This design comes from an exercise in tuning for small area and a short achievable clock period on the open sky130 flow, not from production work. RTL that was checked went through simulation tests only; none was proved equivalent to the original. Power and IR drop assume default switching activity.

== willow ==
==> flow/design.v (excerpt) <==
module exec_stage (
    input  logic               clk,
    input  logic               rst,
    input  logic               valid_i,
    input  exec_pkg::alu_op_t  alu_op_i,
    input  exec_pkg::src_a_t   src_a_i,
    input  exec_pkg::src_b_t   src_b_i,
    input  exec_pkg::fwd_t     fwd_a_i,
    input  exec_pkg::fwd_t     fwd_b_i,
    input  exec_pkg::fwd_t     fwd_st_i,
    input  logic               spc_clr_i,
    input  exec_pkg::word_t    rs_i,
    input  exec_pkg::word_t    rt_i,
    input  exec_pkg::word_t    ext_i,
    input  exec_pkg::word_t    pc_i,
    input  exec_pkg::word_t    fw_alu_i,
    input  exec_pkg::word_t    fw_mem_i,
    output logic               valid_o,
    output exec_pkg::word_t    result_o,
    output exec_pkg::word_t    store_data_o,
    output exec_pkg::word_t    spc_o
);
For scale: about 210 flip-flops, roughly 310 I/O pins.
==> flow/config.mk <==
export PLATFORM = sky130hd
export DESIGN_NAME = exec_stage
export DESIGN_NICKNAME = exec_stage
export VERILOG_FILES = /design/flow/design.v
export SDC_FILE = /design/flow/constraint.sdc
export NUM_CORES = 4
export LEC_CHECK = 0
export CAP_MARGIN = 20
export CORE_MARGIN = 2
export CORE_UTILIZATION = 50
export CTS_BUF_LIST = sky130_fd_sc_hd__clkbuf_8
export CTS_CLUSTER_DIAMETER = 60
export CTS_CLUSTER_SIZE = 20
export SETUP_SLACK_MARGIN = 1.9
export SLEW_MARGIN = 20
==> flow/constraint.sdc <==
create_clock -name core_clock -period 4.5 [get_ports {clk}]
set_input_delay 0.9000 -clock core_clock [delete_from_list [all_inputs] [get_ports {clk}]]
set_output_delay 0.9000 -clock core_clock [all_outputs]
set_load 0.01 [all_outputs]
standard.sh (not shown) runs the stock make flow with config.mk's settings and CLKGATE_MAP_FILE= SYNTH_SCRIPT=/design/flow/synth_recipe.tcl, a recipe that flattens the netlist after the stock synthesis.
==> flow/flow/run.sh <==
#!/bin/bash
# The standard layout with two changes:
#  - Yosys's ABC step maps for area with the script in flow/area.abc
#    (registers, their names and cell types are untouched)
#  - no full/half adder cell extraction (ADDER_MAP_FILE empty)
#  - the resizer may swap cells of any footprint (MATCH_CELL_FOOTPRINT=0)
#  - every port gets the smallest buffer, sky130_fd_sc_hd__buf_1
# Each tool's output goes to a log file in this folder.
set -euo pipefail
HERE=$(pwd)

# synthesis script: the standard flow's, with the ABC script swapped
sed -e 's#^source \$::env(SCRIPTS_DIR)/synth_preamble.tcl$#&\nset abc_args [lreplace $abc_args 1 1 $::env(MY_ABC_SCRIPT)]#' \
    "$FLOW_HOME/scripts/synth.tcl" > my_synth_body.tcl
grep -q MY_ABC_SCRIPT my_synth_body.tcl
sed -e "s#^source \$::env(SCRIPTS_DIR)/synth.tcl\$#source $HERE/my_synth_body.tcl#" \
    synth_recipe.tcl > my_synth_recipe.tcl
grep -q my_synth_body my_synth_recipe.tcl

sed -e "s#SYNTH_SCRIPT=[^ ]*#SYNTH_SCRIPT=$HERE/my_synth_recipe.tcl MATCH_CELL_FOOTPRINT=0#" standard.sh > my_standard.sh
grep -q my_synth_recipe my_standard.sh

export MY_ABC_SCRIPT="$HERE/flow/map.abc"
export BUFFER_PORTS_ARGS="-buffer_cell sky130_fd_sc_hd__buf_1"
export ADDER_MAP_FILE=""
# clock tree: as ORFS builds it, without dummy load cells
export CTS_ARGS="-sink_clustering_enable -repair_clock_nets -dont_use_dummy_load -sink_clustering_size 20 -sink_clustering_max_diameter 60 -buf_list sky130_fd_sc_hd__clkbuf_8"
bash my_standard.sh > flow.log 2>&1
==> flow/flow/map.abc <==
&get -n
&st
&dch
&nf
&put
topo
stime -c
diff inputs: willow => quartz
diff --git a/flow/flow/run.sh b/flow/flow/run.sh
--- a/flow/flow/run.sh
+++ b/flow/flow/run.sh
@@ -26,2 +25,0 @@
-# clock tree: as ORFS builds it, without dummy load cells
-export CTS_ARGS="-sink_clustering_enable -repair_clock_nets -dont_use_dummy_load -sink_clustering_size 20 -sink_clustering_max_diameter 60 -buf_list sky130_fd_sc_hd__clkbuf_8"
--- outcome ---
| maximum number of pins on one net before global-route repair | quartz vs willow | ≈ equal |. Met1 track demand over resource delta (willow -> quartz): insignificant. Setup slack: quartz more than willow. The final layouts of willow and quartz pass the timing, DRC and antenna checks. quartz against willow: critical path required time rose by 0.05 ns; worst hold slack decreased 0.012 ns; routing usage on met2 now sits lower; number of global-route vias before repair increased by 40 relative to the old numbers.
For zinc, these inputs were changed with respect to quartz:
diff --git a/flow/flow/run.sh b/flow/flow/run.sh
--- a/flow/flow/run.sh
+++ b/flow/flow/run.sh
@@ -23 +23 @@
-export MY_ABC_SCRIPT="$HERE/flow/map.abc"
+export MY_ABC_SCRIPT="$FLOW_HOME/scripts/abc_speed.script"
@@ -25,0 +26,2 @@
+# clock tree: as ORFS builds it, without dummy load cells
+export CTS_ARGS="-sink_clustering_enable -repair_clock_nets -dont_use_dummy_load -sink_clustering_size 20 -sink_clustering_max_diameter 60 -buf_list sky130_fd_sc_hd__clkbuf_8"
removed: flow/flow/map.abc
[summary]
zinc ended with more wire length of the first global-routing pass than quartz.
Compared with quartz, zinc instantiates a larger number of cells.
Register-to-register path setup slack, quartz and zinc, lower one = quartz.
| share of final-layout standard cells stronger than drive strength 1 | higher: quartz |
The footprint of the multi-input gates reported for zinc is greater than that of quartz by about 13%.
zinc reports a higher synthesized instance count than quartz does.
diff inputs: zinc => onyx
Settings: a change of SETUP_SLACK_MARGIN from 1.9 to 2.2.
diff --git a/flow/flow/run.sh b/flow/flow/run.sh
--- a/flow/flow/run.sh
+++ b/flow/flow/run.sh
@@ -23 +23 @@
-export MY_ABC_SCRIPT="$FLOW_HOME/scripts/abc_speed.script"
+export MY_ABC_SCRIPT="$HERE/flow/map.abc"
==> flow/flow/map.abc (new file) <==
&get -n
&st
&dch
&nf
&put
topo
stime -c
[summary]
Against zinc, onyx comes in 13% lower on routed wire length. Delta (onyx minus zinc): clock transition at the registers of the reported paths has remained practically unchanged, slack of the critical path has decreased, power has remained practically unchanged, non-clock buffer count has increased, cell count has decreased. The highest cell delay on the worst timing path reported for onyx is smaller than that of zinc by 0.14 ns.

## run 1
exec_stage, a different RTL version from the one above (not shown whole).
Size in the first run: roughly 210 flip-flops.
Design exec_stage, start of the top module:
module exec_stage (
    input  logic               clk,
    input  logic               rst,
    input  logic               valid_i,
    input  exec_pkg::alu_op_t  alu_op_i,
    input  exec_pkg::src_a_t   src_a_i,
    input  exec_pkg::src_b_t   src_b_i,
    input  exec_pkg::fwd_t     fwd_a_i,
    input  exec_pkg::fwd_t     fwd_b_i,
    input  exec_pkg::fwd_t     fwd_st_i,
    input  logic               spc_clr_i,
    input  exec_pkg::word_t    rs_i,
    input  exec_pkg::word_t    rt_i,
    input  exec_pkg::word_t    ext_i,
    input  exec_pkg::word_t    pc_i,
    input  exec_pkg::word_t    fw_alu_i,
    input  exec_pkg::word_t    fw_mem_i,
    output logic               valid_o,
    output exec_pkg::word_t    result_o,
    output exec_pkg::word_t    store_data_o,
    output exec_pkg::word_t    spc_o
);
make LEC_CHECK=0 CAP_MARGIN=20 CORE_MARGIN=2 CORE_UTILIZATION=50 SLEW_MARGIN=20 finish   # period 4.5 ns
run.sh (not shown) runs the stock make flow with config.mk's settings and CLKGATE_MAP_FILE= SYNTH_SCRIPT=/design/flow/synth_recipe.tcl, a recipe that flattens the netlist after the stock synthesis.
Stock flow here: none of the scripts above is used.
Run 1 | stages: all done | timing, DRC, antenna: all pass
Changes in run 5 relative to run 1:
Settings: an added SETUP_SLACK_MARGIN of 2.2; an added ABC_CLOCK_PERIOD_IN_PS of 2300.
==> flow/flow/run.sh (new file) <==
#!/bin/bash
cp standard.sh standard_copy.sh.txt
cp synth_recipe.tcl synth_recipe_copy.tcl.txt
export BUFFER_PORTS_ARGS="-buffer_cell sky130_fd_sc_hd__buf_1"
bash standard.sh > standard.log 2>&1
==> flow/standard.sh (new file) <==
#!/bin/bash
# synth_recipe.tcl (not shown) runs the flow's synth.tcl, then flattens the netlist and writes it again
# the make line also repeats each setting of config.mk as NAME=value (left out here)
make -C /OpenROAD-flow-scripts/flow DESIGN_CONFIG=/design/flow/config.mk WORK_HOME=/design/flow/orfs CLKGATE_MAP_FILE= SYNTH_SCRIPT=/design/flow/synth_recipe.tcl "${@:-finish}"
removed: flow/run.sh
Clock latency on the worst-skew pair essentially unchanged between run 1 and run 5. Total of fill cells in the finished design ended up 137 higher on run 5 than on run 1. Lower non-clock buffer count among run 5 and run 1: run 1. Compared with run 1, run 5 shows a lower utilization after layout. Area overhead of the layout relative to synthesis is higher on run 1.
No run of this note included a check of the RTL's function; only the layout flow was run.

exec_stage, a different RTL version from the one above (not shown whole).
For scale: roughly 1800 cells after synthesis, roughly 210 flip-flops, roughly 310 I/O pins, roughly 14000 sq um of cells after synthesis.
==> flow/config.mk <==
export PLATFORM = sky130hd
export DESIGN_NAME = exec_stage
export DESIGN_NICKNAME = exec_stage
export VERILOG_FILES = /design/flow/design.v
export SDC_FILE = /design/flow/constraint.sdc
export NUM_CORES = 4
export LEC_CHECK = 0
export CAP_MARGIN = 20
export CORE_MARGIN = 2
export CORE_UTILIZATION = 50
export CTS_BUF_LIST = sky130_fd_sc_hd__clkbuf_8
export CTS_CLUSTER_DIAMETER = 60
export CTS_CLUSTER_SIZE = 20
export SETUP_SLACK_MARGIN = 2.2
export SLEW_MARGIN = 20
==> flow/constraint.sdc <==
create_clock -name core_clock -period 4.5 [get_ports {clk}]
set_input_delay 0.9000 -clock core_clock [delete_from_list [all_inputs] [get_ports {clk}]]
set_output_delay 0.9000 -clock core_clock [all_outputs]
set_load 0.01 [all_outputs]
standard.sh (not shown) runs the stock make flow with config.mk's settings and CLKGATE_MAP_FILE= SYNTH_SCRIPT=/design/flow/synth_recipe.tcl, a recipe that flattens the netlist after the stock synthesis.
==> flow/flow/run.sh <==
#!/bin/bash
# The standard layout with two changes:
#  - Yosys's ABC step maps for area with the script in flow/area.abc
#    (registers, their names and cell types are untouched)
#  - no full/half adder cell extraction (ADDER_MAP_FILE empty)
#  - the resizer may swap cells of any footprint (MATCH_CELL_FOOTPRINT=0)
#  - every port gets the smallest buffer, sky130_fd_sc_hd__buf_1
# Each tool's output goes to a log file in this folder.
set -euo pipefail
HERE=$(pwd)

# synthesis script: the standard flow's, with the ABC script swapped
sed -e 's#^source \$::env(SCRIPTS_DIR)/synth_preamble.tcl$#&\nset abc_args [lreplace $abc_args 1 1 $::env(MY_ABC_SCRIPT)]#' \
    "$FLOW_HOME/scripts/synth.tcl" > my_synth_body.tcl
grep -q MY_ABC_SCRIPT my_synth_body.tcl
sed -e "s#^source \$::env(SCRIPTS_DIR)/synth.tcl\$#source $HERE/my_synth_body.tcl#" \
    synth_recipe.tcl > my_synth_recipe.tcl
grep -q my_synth_body my_synth_recipe.tcl

sed -e "s#SYNTH_SCRIPT=[^ ]*#SYNTH_SCRIPT=$HERE/my_synth_recipe.tcl MATCH_CELL_FOOTPRINT=0#" standard.sh > my_standard.sh
grep -q my_synth_recipe my_standard.sh

export MY_ABC_SCRIPT="$FLOW_HOME/scripts/abc_speed.script"
export BUFFER_PORTS_ARGS="-buffer_cell sky130_fd_sc_hd__buf_1"
export ADDER_MAP_FILE=""
bash my_standard.sh > flow.log 2>&1
Rerun with:
- SETUP_SLACK_MARGIN: 2.2 -> 2.5
After rerunning: The new run produced a clean layout; setup slack improves by 0.031 ns; sequential power hardly moves; fmax rose slightly; via count rose by roughly a tenth; critical path depth stays the same; clock-buffer cell count fell by 1.
Rerun with:
- SETUP_SLACK_MARGIN: 2.5 -> 1.9
Result: Routed wire length drops by 13%; clock power rose by about 7%; register-to-register slack is worse by 0.15 ns; worst hold slack stays flat; maximum frequency went down by 8.0%; power shrinks by 12%.
Function was not checked in any run of this note: the RTL went through the layout flow alone.

==> afterwards: timing with drivers on the ports <==
The flow's constraints put no driver on any port. The routed layouts listed below were extracted and timed again, unchanged, in two steps. Step 1 assumes that a clkbuf_16 drives the clock port and a buf_2 every other input. Step 2, shift: input delay + t, output delay - t, t = (earliest + latest rising clock arrival at the registers) / 2. This alone moves slack from input paths to output paths. Three values: ideal ports, drivers, drivers and shift; two values: the first two.
run | t, ns | setup slack, ns | worst hold slack (ns) | worst setup path after step 2 | worst register clock-pin slew, ns
willow | 0.571 | 1.790 / 1.790 / 1.420 | 0.329 / 0.329 / 0.329 | input to register | 0.12 / 0.12
quartz | 0.606 | 1.911 / 1.911 / 1.387 | 0.317 / 0.317 / 0.317 | input to register | 0.11 / 0.11
zinc | 0.588 | 1.906 / 1.926 / 1.339 | 0.288 / 0.288 / 0.288 | input to register | 0.11 / 0.11
onyx | 0.575 | 1.901 / 1.901 / 1.681 | 0.310 / 0.310 / 0.310 | input to register | 0.11 / 0.11
run 1 | 0.575 | 0.767 / 0.767 / 0.457 | 0.324 / 0.324 / 0.324 | input to register | 0.07 / 0.07
run 5 | 0.568 | 1.750 / 1.750 / 1.528 | 0.324 / 0.324 / 0.324 | input to register | 0.06 / 0.06
the first run of note 3 | 0.623 | 2.086 / 2.061 / 1.439 | 0.327 / 0.327 / 0.327 | input to register | 0.11 / 0.11
the second run of note 3 | 0.633 | 2.117 / 2.117 / 1.549 | 0.326 / 0.326 / 0.326 | input to register | 0.12 / 0.12
the third run of note 3 | 0.607 | 1.911 / 1.930 / 1.324 | 0.326 / 0.326 / 0.326 | input to register | 0.11 / 0.11
After both steps setup and hold are still met in every run listed. For the first run of note 3, which loses most, drivers alone change the setup slack by -0.025 ns; drivers and shift together by -0.647 ns.
